This is an optimization exercise on Yosys and OpenROAD, whose aim is small area, not a production implementation. In this exercise RTL edits were held to simulation tests only and were not proved equivalent to the original. Power is estimated from default activity; no workload was simulated.

==> design/flow/design.v <==
package fpga_rt_pkg;
    typedef logic [31:0] addr_t;       
    typedef logic [31:0] data_t;
    typedef logic [3:0]  strb_t;
    typedef logic [1:0]  resp_t;
    typedef logic [7:0]  log_char_t;
    typedef logic [3:0]  nibble_t;     
    localparam resp_t RESP_OKAY   = 2'b00;
    localparam resp_t RESP_SLVERR = 2'b10;
    localparam addr_t CTRL_OFS              = 32'h00;
    localparam addr_t STATUS_OFS            = 32'h04;
    localparam addr_t GENERIC_INPUT_OFS     = 32'h08;
    localparam addr_t GENERIC_OUTPUT_OFS    = 32'h0C;
    localparam addr_t ITRNG_DIVISOR_OFS     = 32'h10;
    localparam addr_t CYCLE_COUNT_OFS       = 32'h14;
    localparam addr_t LOG_FIFO_DATA_OFS     = 32'h18;   
    localparam addr_t LOG_FIFO_STATUS_OFS   = 32'h1C;
    localparam addr_t ITRNG_FIFO_DATA_OFS   = 32'h20;   
    localparam addr_t ITRNG_STATUS_OFS      = 32'h24;
    localparam int LOG_FIFO_DEPTH = 16;
    localparam int LOG_PTR_W      = $clog2(LOG_FIFO_DEPTH);
    localparam int LOG_CNT_W      = $clog2(LOG_FIFO_DEPTH + 1);
    localparam int ITRNG_FIFO_DEPTH = 8;
    localparam int ITRNG_PTR_W      = $clog2(ITRNG_FIFO_DEPTH);
    localparam int ITRNG_CNT_W      = $clog2(ITRNG_FIFO_DEPTH + 1);
    localparam int NIBBLES_PER_WORD = 8;
    localparam int NIBBLE_IDX_W     = $clog2(NIBBLES_PER_WORD);
endpackage
module fpga_rt_regs (
    input  logic                     core_clk,
    input  logic                     hwif_out,
    input  logic                     awvalid,
    output logic                     awready,
    input  fpga_rt_pkg::addr_t       awaddr,
    input  logic                     wvalid,
    output logic                     wready,
    input  fpga_rt_pkg::data_t       wdata,
    input  fpga_rt_pkg::strb_t       wstrb,
    output logic                     bvalid,
    input  logic                     bready,
    output fpga_rt_pkg::resp_t       bresp,
    input  logic                     arvalid,
    output logic                     arready,
    input  fpga_rt_pkg::addr_t       araddr,
    output logic                     rvalid,
    input  logic                     rready,
    output fpga_rt_pkg::data_t       rdata,
    output fpga_rt_pkg::resp_t       rresp,
    output logic                     core_pwrgood,
    output logic                     core_rst_b,
    output fpga_rt_pkg::data_t       generic_input,
    input  logic [7:0]               core_status,
    input  fpga_rt_pkg::data_t       generic_output,
    output logic                     log_pop,
    input  fpga_rt_pkg::log_char_t   log_head,
    input  logic                     log_empty,
    input  logic                     log_full,
    output logic                     itrng_push,
    output fpga_rt_pkg::data_t       itrng_word,
    output logic                     itrng_fifo_reset,
    output fpga_rt_pkg::data_t       itrng_divisor,
    input  logic                     itrng_empty,
    input  logic                     itrng_full
);
    logic               ready_en;    
    logic               wr_accept;
    logic               rd_accept;
    fpga_rt_pkg::addr_t wr_addr;
    fpga_rt_pkg::addr_t rd_addr;
    fpga_rt_pkg::data_t rd_value;
    fpga_rt_pkg::data_t cycle_count;
    function automatic logic is_mapped(input logic [31:0] addr);
        case (addr)
            fpga_rt_pkg::CTRL_OFS,
            fpga_rt_pkg::STATUS_OFS,
            fpga_rt_pkg::GENERIC_INPUT_OFS,
            fpga_rt_pkg::GENERIC_OUTPUT_OFS,
            fpga_rt_pkg::ITRNG_DIVISOR_OFS,
            fpga_rt_pkg::CYCLE_COUNT_OFS,
            fpga_rt_pkg::LOG_FIFO_DATA_OFS,
            fpga_rt_pkg::LOG_FIFO_STATUS_OFS,
            fpga_rt_pkg::ITRNG_FIFO_DATA_OFS,
            fpga_rt_pkg::ITRNG_STATUS_OFS: is_mapped = 1'b1;
            default:                       is_mapped = 1'b0;
        endcase
    endfunction
    function automatic logic [31:0] merge_bytes(
        input logic [31:0] old_val,
        input logic [31:0] new_val,
        input logic [3:0]  strb
    );
        logic [31:0] merged;
        merged = old_val;
        for (int i = 0; i < 4; i++) begin
            if (strb[i]) merged[8*i +: 8] = new_val[8*i +: 8];
        end
        merge_bytes = merged;
    endfunction
    assign wr_addr = {awaddr[31:2], 2'b00};
    assign rd_addr = {araddr[31:2], 2'b00};
    assign wr_accept = ready_en & awvalid & wvalid & ~bvalid;
    assign awready   = wr_accept;
    assign wready    = wr_accept;
    assign arready   = ready_en & ~rvalid;
    assign rd_accept = arvalid & arready;
    assign log_pop   = rd_accept && (rd_addr == fpga_rt_pkg::LOG_FIFO_DATA_OFS);
    always_comb begin
        case (rd_addr)
            fpga_rt_pkg::CTRL_OFS:            rd_value = {30'b0, core_rst_b, core_pwrgood};
            fpga_rt_pkg::STATUS_OFS:          rd_value = {24'b0, core_status};
            fpga_rt_pkg::GENERIC_INPUT_OFS:   rd_value = generic_input;
            fpga_rt_pkg::GENERIC_OUTPUT_OFS:  rd_value = generic_output;
            fpga_rt_pkg::ITRNG_DIVISOR_OFS:   rd_value = itrng_divisor;
            fpga_rt_pkg::CYCLE_COUNT_OFS:     rd_value = cycle_count;
            fpga_rt_pkg::LOG_FIFO_DATA_OFS:   rd_value = {23'b0, ~log_empty, log_head};
            fpga_rt_pkg::LOG_FIFO_STATUS_OFS: rd_value = {30'b0, log_full, log_empty};
            fpga_rt_pkg::ITRNG_STATUS_OFS:
                rd_value = {29'b0, itrng_fifo_reset, itrng_full, itrng_empty};
            default:                          rd_value = '0;   
        endcase
    end
    always_ff @(posedge core_clk or negedge hwif_out) begin
        if (!hwif_out) begin
            ready_en <= 1'b0;
            bvalid   <= 1'b0;
            bresp    <= fpga_rt_pkg::RESP_OKAY;
            rvalid   <= 1'b0;
            rdata    <= '0;
            rresp    <= fpga_rt_pkg::RESP_OKAY;
        end else begin
            ready_en <= 1'b1;
            if (wr_accept) begin
                bvalid <= 1'b1;
                bresp  <= is_mapped(wr_addr) ? fpga_rt_pkg::RESP_OKAY : fpga_rt_pkg::RESP_SLVERR;
            end else if (bready) begin
                bvalid <= 1'b0;
            end
            if (rd_accept) begin
                rvalid <= 1'b1;
                rdata  <= rd_value;    
                rresp  <= is_mapped(rd_addr) ? fpga_rt_pkg::RESP_OKAY : fpga_rt_pkg::RESP_SLVERR;
            end else if (rready) begin
                rvalid <= 1'b0;
            end
        end
    end
    always_ff @(posedge core_clk or negedge hwif_out) begin
        if (!hwif_out) begin
            core_pwrgood     <= 1'b0;
            core_rst_b       <= 1'b0;
            generic_input    <= '0;
            itrng_divisor    <= '0;
            itrng_fifo_reset <= 1'b0;
            itrng_push       <= 1'b0;
        end else begin
            itrng_push <= wr_accept && (wr_addr == fpga_rt_pkg::ITRNG_FIFO_DATA_OFS);
            if (wr_accept) begin
                case (wr_addr)
                    fpga_rt_pkg::CTRL_OFS: begin
                        if (wstrb[0]) begin
                            core_pwrgood <= wdata[0];
                            core_rst_b   <= wdata[1];
                        end
                    end
                    fpga_rt_pkg::GENERIC_INPUT_OFS:
                        generic_input <= merge_bytes(generic_input, wdata, wstrb);
                    fpga_rt_pkg::ITRNG_DIVISOR_OFS:
                        itrng_divisor <= merge_bytes(itrng_divisor, wdata, wstrb);
                    fpga_rt_pkg::ITRNG_STATUS_OFS: begin
                        if (wstrb[0]) itrng_fifo_reset <= wdata[2];   
                    end
                    default: ;
                endcase
            end
        end
    end
    always_ff @(posedge core_clk) begin
        if (wr_accept && (wr_addr == fpga_rt_pkg::ITRNG_FIFO_DATA_OFS)) begin
            itrng_word <= wdata;
        end
    end
    always_ff @(posedge core_clk or negedge hwif_out) begin
        if (!hwif_out) begin
            cycle_count <= '0;
        end else if (!core_rst_b) begin
            cycle_count <= '0;
        end else begin
            cycle_count <= cycle_count + 1'b1;
        end
    end
endmodule
module log_fifo (
    input  logic                   core_clk,
    input  logic                   hwif_out,
    input  logic                   log_char_valid,
    input  fpga_rt_pkg::log_char_t log_char,
    input  logic                   log_pop,
    output fpga_rt_pkg::log_char_t log_head,
    output logic                   log_empty,
    output logic                   log_full
);
    fpga_rt_pkg::log_char_t              mem [fpga_rt_pkg::LOG_FIFO_DEPTH];
    logic [fpga_rt_pkg::LOG_PTR_W-1:0]   wr_ptr;
    logic [fpga_rt_pkg::LOG_PTR_W-1:0]   rd_ptr;
    logic [fpga_rt_pkg::LOG_CNT_W-1:0]   count;
    logic                                push_ok;
    logic                                pop_ok;
    localparam logic [fpga_rt_pkg::LOG_PTR_W-1:0] LAST_IDX =
        (fpga_rt_pkg::LOG_PTR_W)'(fpga_rt_pkg::LOG_FIFO_DEPTH - 1);
    assign push_ok   = log_char_valid & ~log_full;
    assign pop_ok    = log_pop & ~log_empty;
    assign log_empty = (count == '0);
    assign log_full  = (count == (fpga_rt_pkg::LOG_CNT_W)'(fpga_rt_pkg::LOG_FIFO_DEPTH));
    assign log_head  = mem[rd_ptr];    
    always_ff @(posedge core_clk or negedge hwif_out) begin
        if (!hwif_out) begin
            wr_ptr <= '0;
            rd_ptr <= '0;
            count  <= '0;
        end else begin
            if (push_ok) begin
                wr_ptr <= (wr_ptr == LAST_IDX) ? '0 : wr_ptr + 1'b1;
            end
            if (pop_ok) begin
                rd_ptr <= (rd_ptr == LAST_IDX) ? '0 : rd_ptr + 1'b1;
            end
            case ({push_ok, pop_ok})
                2'b10:   count <= count + 1'b1;
                2'b01:   count <= count - 1'b1;
                default: ;    
            endcase
        end
    end
    always_ff @(posedge core_clk) begin
        if (push_ok) begin
            mem[wr_ptr] <= log_char;
        end
    end
endmodule
module itrng_feeder (
    input  logic                 core_clk,
    input  logic                 hwif_out,
    input  logic                 itrng_push,
    input  fpga_rt_pkg::data_t   itrng_word,
    input  logic                 itrng_fifo_reset,
    input  fpga_rt_pkg::data_t   itrng_divisor,
    input  logic                 etrng_req,
    output logic                 itrng_empty,
    output logic                 itrng_full,
    output fpga_rt_pkg::nibble_t itrng_data,
    output logic                 itrng_valid
);
    fpga_rt_pkg::data_t                   mem [fpga_rt_pkg::ITRNG_FIFO_DEPTH];
    logic [fpga_rt_pkg::ITRNG_PTR_W-1:0]  wr_ptr;
    logic [fpga_rt_pkg::ITRNG_PTR_W-1:0]  rd_ptr;
    logic [fpga_rt_pkg::ITRNG_CNT_W-1:0]  count;
    logic [fpga_rt_pkg::NIBBLE_IDX_W-1:0] nib_idx;
    fpga_rt_pkg::data_t                   head_word;
    fpga_rt_pkg::data_t                   throttle_cnt;
    logic                                 req_strobe;
    logic                                 push_ok;
    logic                                 take;
    logic                                 word_done;
    localparam logic [fpga_rt_pkg::ITRNG_PTR_W-1:0] LAST_PTR =
        (fpga_rt_pkg::ITRNG_PTR_W)'(fpga_rt_pkg::ITRNG_FIFO_DEPTH - 1);
    localparam logic [fpga_rt_pkg::NIBBLE_IDX_W-1:0] LAST_NIB =
        (fpga_rt_pkg::NIBBLE_IDX_W)'(fpga_rt_pkg::NIBBLES_PER_WORD - 1);
    assign itrng_empty = (count == '0);
    assign itrng_full  = (count == (fpga_rt_pkg::ITRNG_CNT_W)'(fpga_rt_pkg::ITRNG_FIFO_DEPTH));
    assign head_word   = mem[rd_ptr];
    assign push_ok     = itrng_push & ~itrng_full & ~itrng_fifo_reset;
    assign take        = req_strobe & ~itrng_empty & ~itrng_fifo_reset;
    assign word_done   = take && (nib_idx == LAST_NIB);    
    always_ff @(posedge core_clk or negedge hwif_out) begin
        if (!hwif_out) begin
            throttle_cnt <= '0;
            req_strobe   <= 1'b0;
        end else if (throttle_cnt == '0) begin
            throttle_cnt <= itrng_divisor;
            req_strobe   <= etrng_req;
        end else begin
            throttle_cnt <= throttle_cnt - 1'b1;
            req_strobe   <= 1'b0;
        end
    end
    always_ff @(posedge core_clk or negedge hwif_out) begin
        if (!hwif_out) begin
            wr_ptr      <= '0;
            rd_ptr      <= '0;
            count       <= '0;
            nib_idx     <= '0;
            itrng_valid <= 1'b0;
        end else if (itrng_fifo_reset) begin
            wr_ptr      <= '0;    
            rd_ptr      <= '0;
            count       <= '0;
            nib_idx     <= '0;
            itrng_valid <= 1'b0;
        end else begin
            itrng_valid <= take;
            if (take) begin
                nib_idx <= word_done ? '0 : nib_idx + 1'b1;
            end
            if (push_ok) begin
                wr_ptr <= (wr_ptr == LAST_PTR) ? '0 : wr_ptr + 1'b1;
            end
            if (word_done) begin
                rd_ptr <= (rd_ptr == LAST_PTR) ? '0 : rd_ptr + 1'b1;
            end
            case ({push_ok, word_done})
                2'b10:   count <= count + 1'b1;
                2'b01:   count <= count - 1'b1;
                default: ;
            endcase
        end
    end
    always_ff @(posedge core_clk) begin
        if (push_ok) begin
            mem[wr_ptr] <= itrng_word;
        end
        if (take) begin
            itrng_data <= head_word[{nib_idx, 2'b00} +: 4];
        end
    end
endmodule
module fpga_rt_wrapper (
    input  logic                   core_clk,
    input  logic                   hwif_out,
    input  logic                   awvalid,
    output logic                   awready,
    input  fpga_rt_pkg::addr_t     awaddr,
    input  logic                   wvalid,
    output logic                   wready,
    input  fpga_rt_pkg::data_t     wdata,
    input  fpga_rt_pkg::strb_t     wstrb,
    output logic                   bvalid,
    input  logic                   bready,
    output fpga_rt_pkg::resp_t     bresp,
    input  logic                   arvalid,
    output logic                   arready,
    input  fpga_rt_pkg::addr_t     araddr,
    output logic                   rvalid,
    input  logic                   rready,
    output fpga_rt_pkg::data_t     rdata,
    output fpga_rt_pkg::resp_t     rresp,
    output logic                   core_pwrgood,
    output logic                   core_rst_b,
    output fpga_rt_pkg::data_t     generic_input,
    input  logic [7:0]             core_status,
    input  fpga_rt_pkg::data_t     generic_output,
    input  logic                   log_char_valid,
    input  fpga_rt_pkg::log_char_t log_char,
    input  logic                   etrng_req,
    output fpga_rt_pkg::nibble_t   itrng_data,
    output logic                   itrng_valid
);
    logic                   log_pop;
    fpga_rt_pkg::log_char_t log_head;
    logic                   log_empty;
    logic                   log_full;
    logic                   itrng_push;
    fpga_rt_pkg::data_t     itrng_word;
    logic                   itrng_fifo_reset;
    fpga_rt_pkg::data_t     itrng_divisor;
    logic                   itrng_empty;
    logic                   itrng_full;
    fpga_rt_regs regs_i (
        .core_clk, .hwif_out,
        .awvalid, .awready, .awaddr, .wvalid, .wready, .wdata, .wstrb,
        .bvalid, .bready, .bresp,
        .arvalid, .arready, .araddr, .rvalid, .rready, .rdata, .rresp,
        .core_pwrgood, .core_rst_b, .generic_input, .core_status, .generic_output,
        .log_pop, .log_head, .log_empty, .log_full,
        .itrng_push, .itrng_word, .itrng_fifo_reset, .itrng_divisor,
        .itrng_empty, .itrng_full
    );
    log_fifo log_fifo_i (
        .core_clk, .hwif_out,
        .log_char_valid, .log_char,
        .log_pop, .log_head, .log_empty, .log_full
    );
    itrng_feeder itrng_feeder_i (
        .core_clk, .hwif_out,
        .itrng_push, .itrng_word, .itrng_fifo_reset, .itrng_divisor,
        .etrng_req, .itrng_empty, .itrng_full,
        .itrng_data, .itrng_valid
    );
endmodule
==> design/flow/run.sh <==
#!/bin/bash
# synth_recipe.tcl (not shown) runs the flow's synth.tcl, then flattens the netlist and writes it again
# the make line also repeats each setting of config.mk as NAME=value (left out here)
make -C /OpenROAD-flow-scripts/flow DESIGN_CONFIG=/design/flow/config.mk WORK_HOME=/design/flow/orfs CLKGATE_MAP_FILE= SYNTH_SCRIPT=/design/flow/synth_recipe.tcl finish
==> design/flow/config.mk <==
export PLATFORM = sky130hd
export DESIGN_NAME = fpga_rt_wrapper
export DESIGN_NICKNAME = fpga_rt_wrapper
export VERILOG_FILES = /design/flow/design.v
export SDC_FILE = /design/flow/constraint.sdc
export NUM_CORES = 4
export LEC_CHECK = 0
export CAP_MARGIN = 20
export CORE_MARGIN = 2
export CORE_UTILIZATION = 40
export SLEW_MARGIN = 20
==> design/flow/constraint.sdc <==
create_clock -name core_clock -period 6.0 [get_ports {core_clk}]
set_input_delay 1.2000 -clock core_clock [delete_from_list [all_inputs] [get_ports {core_clk}]]
set_output_delay 1.2000 -clock core_clock [all_outputs]
set_load 0.01 [all_outputs]
==> flow_summary_export.csv <==
group,metric,value,unit
detailed_routing,first_pass_iters,9,
detailed_routing,drt_iter0_markers,1525,
place,io_buffers,230,
die,core-area,64100,um^2
clock_network,cts_resized,0,
die,rows,93,
pwr,power_density,302,nW/um^2
global_route,grt_usage,0.200,
clock_network,cts_buffers,66,
worst_setup_path,critPathMostFrequentCell,"buf_4",
clock_network,clock-sinks,617,
synthesis,synth-edff-count,420,
synthesis,synthesis.area,25800,um^2
timing,finalSetupViolations,0,
synthesis,synthesis.instances,1649,
detailed_routing,route.detailed.drc,0,
worst_setup_path,r2r_setup_slack,2.45,ns
detailed_routing,routed_wl,66400,um
timing,finalHoldViolations,0,
clock_network,clkLatencyLatePin,0.62,ns
global_route,grt_pass1_vias,15900,
synthesis,synth.area.top_cells,"edfxtp_1, dfrtp_1, mux4_2",
timing,fin_skew,0.0368,ns
timing,holdWs,0.487,ns
die,die_width,258,um
hold_path,hold_end,"regs_i.rdata[14]",
place,dp_hpwl,44000,um
synthesis,ys_warn_count,3,
finish,drive_gt1_frac,0.175,
synthesis,syn_avg_cell_area,15.6,um^2
worst_setup_path,slowest_delay,0.46,ns
timing,finalSetupTns,0,ns
clock_network,cts-root-buf,"clkbuf_16",
finish,final_cell_area,31400,um^2
pwr,power,9.49,mW
worst_setup_path,cp.required,6.51,ns
finish,fin_nets,2059,
clock_network,cts_setup_buffers,0,
place,place_area,29100,um^2
status,status,"no timing/DRC/antenna violations",
global_route,overflow,0,
synthesis,ys.flop_type,"edfxtp_1",
synthesis,synth_top_area_frac,0.489,
finish,areaGrowthSynthToFinish,21.8,%
worst_setup_path,r2r_start,"log_fifo_i.count[1]",
detailed_routing,routedWlPerCell,23.8,um
die,die_area,66600,um^2
job,drv_cap,0,
worst_setup_path,cp_cell_sequence,"clkdlybuf4s50_1, buf_4, nor2b_1, buf_4, nand2_1, nor4_1, buf_4, and2_1, ha_1, xor2_1, ha_1, o21a_1, o21ai_0, o21bai_1, mux2i_1, xnor2_1",
clock_network,clockBufferDepth,3,
die,io_pins,237,
worst_setup_path,cp_max_fo,22,
clock_network,htree_levels,3,
synthesis,synth_seq_cells,617,
clock_network,cts_tree,"yes",
detailed_routing,vias,15700,
synthesis,synth.distinct_cells,70,
finish,layout.cells.non_filler,2793,
worst_setup_path,ff2ff_path_depth,12,
timing,worst_pin_slew,1.17,ns
hold_path,min_path_cells,2,
pwr,ir_drop,0.000223,V
worst_setup_path,rr_endpoint,"log_fifo_i.count[4]",
global_route,grt_max_degree,123,
hold_path,min_from,"regs_i.rdata[14]",
clock_network,cts.reportedPaths.clkPinSlew,0.06,ns
place,place_inst,2669,
timing,rsz0062_at_grt,"no",
pwr,leakagePower,11.2,nW
synthesis,synth_area_leader_cell,"edfxtp_1",
detailed_routing,vias_per_cell,5.63,
detailed_routing,postRouteAntennaNets,0,
worst_setup_path,crit_type,"in -> reg",
place,gp_congestion,0.873,
die,die_h,258,um
timing,relSlewSlack,0.222,
global_route,grt_pass1_wl,99700,um
hold_path,holdCritPathClass,"reg -> reg",
die,initial_core_util,0.402,
worst_setup_path,critPathLaunchType,"primary input",
synthesis,async_flop_share,0.319,
clock_network,cts_hold_buf,0,
worst_setup_path,worstPathArrival,4.86,ns
timing,fin_crit,4.35,ns
timing,maxSlewViolCount,0,
timing,fin_crit_sh,0.725,
worst_setup_path,endpoint_kind,"register",
global_route,antenna_found_initial,4,
synthesis,ys_seq_area_frac,0.680,
timing,max_freq,230,MHz
finish,fillerInstances,5326,
worst_setup_path,crit_slowest_cell,"clkdlybuf4s50_1",
-- Yosys cell counts (32+ instances only) --
library cell / number
dfrtp_1: 197
edfxtp_1: 420
nand2_1: 70
nor3_1: 32
o21ai_0: 58
mux4_2: 92
a21oi_1: 40
nand3_1: 32
mux2_2: 78
clkbuf_1: 70
a22oi_1: 38
xnor2_1: 42
nor2_1: 94
-- report_power, final --
group	internal [mW]	switching, mW
sequential	4.64	0.0661
combinational	0.203	0.268
clock	2.57	1.74
total	7.42	2.07
-- logic make-up (layout without fill, tap and decap cells) --
kind of cell             Yosys count  after routing  synth area share
AO/OA/AOI/OAI                    265            265            0.0726
XOR/XNOR                          55             55            0.0187
adder cells (fa/ha/maj)           20             20           0.00999
buffers and inverters            112            398            0.0188
flip-flops                       617            617             0.680
multiplexers                     192            192             0.123
other                              2              5          0.000291
AND/OR/NAND/NOR                  386            386            0.0770
-- through the flow --
step           setup WS, ns  utilization
6_report               1.65        0.490
2_1_floorplan          1.21            -
5_1_grt                1.42        0.490
3_3_place_gp           1.16        0.453
3_5_place_dp           1.10        0.454
4_1_cts                1.73        0.490
-- layer usage --
layer | wire length (um) | global-route usage
met1 | 28800 | 0.278
met3 | 4440 | 0.0365
met4 | 1810 | 0.0698
met5 | 10 | 0
met2 | 31300 | 0.317
-- cells in the final DEF, fill, tap and decap left out, types with 8 or more instances in the layout --
cell type / n
a21o_1: 9
a21oi_1: 40
a222oi_1: 24
a22oi_1: 38
a2bb2oi_1: 25
and2_1: 29
and3_1: 11
buf_4: 27
bufinv_16: 8
clkbuf_1: 11
clkbuf_16: 68
clkbuf_8: 10
clkdlybuf4s50_1: 229
clkinv_2: 12
dfrtp_1: 193
edfxtp_1: 420
ha_1: 19
inv_1: 18
mux2_2: 78
mux2i_1: 22
mux4_2: 92
nand2_1: 70
nand2b_1: 14
nand3_1: 32
nand4_1: 25
nor2_1: 89
nor2b_1: 13
nor3_1: 28
nor4_1: 26
o21ai_0: 58
o22ai_1: 9
or3_1: 9
xnor2_1: 42
xor2_1: 13
-- sequential cells by signal, indices dropped and copies added (netlist names), 5 cells and up --
signal                       flops
itrng_feeder_i.mem             256
itrng_feeder_i.throttle_cnt     32
log_fifo_i.count                 5
log_fifo_i.mem                 128
regs_i.cycle_count              32
regs_i.generic_input            32
regs_i.itrng_divisor            32
regs_i.itrng_word               32
regs_i.rdata                    32
-- area by class of cell --
type	count	area (um^2)	area share
timing repair buffer	258	2530	0.0805
inverter	18	67.6	0.00215
antenna	2	5.00	0.000159
tap	855	1070	0.0340
multi-input combinational	921	7870	0.250
clock buffer	88	1870	0.0594
clock inverter	34	474	0.0151
sequential	617	17600	0.558
-- critical path, delay by kind of cell --
kind,cells,cell delay [ns]
AND/OR/NAND/NOR,4,0.95
buffers and inverters,4,1.14
AO/OA/AOI/OAI,3,0.35
adder cells (fa/ha/maj),2,0.62
XOR/XNOR,2,0.32
multiplexers,1,0.25
-- how the worst max path moves through the flow --
stage / startpoint / to
3_5_place_dp: araddr[3] / log_fifo_i.count[4]
4_1_cts: araddr[3] / log_fifo_i.count[4]
2_1_floorplan: itrng_feeder_i.count[3] / itrng_feeder_i.mem[0][0]
5_1_grt: araddr[4] / log_fifo_i.count[4]
3_3_place_gp: araddr[3] / log_fifo_i.count[4]
6_report: araddr[3] / log_fifo_i.count[4]

[re-timing with driven ports]
Ports are ideal in the flow. The routed layout listed here was re-timed in OpenROAD.
Step 1 assumes that a clkbuf_16 drives the clock port and a buf_2 every other input.
Step 2, shift: input delay + t, output delay - t, t = (earliest + latest rising clock arrival at the registers) / 2. This alone moves slack from input paths to output paths.
Slacks: no drivers / after step 1 / after step 2; pairs: no drivers / after step 1.
shift t [ns]: 0.667
setup slack, ns: 1.650 / 1.689 / 1.022
hold slack, ns: 0.487 / 0.487 / 0.487
worst data-port slew with drivers (ns): 0.05
After both steps this run still meets setup and hold. For this run, drivers alone change the setup slack by +0.039 ns; drivers and shift together by -0.628 ns.
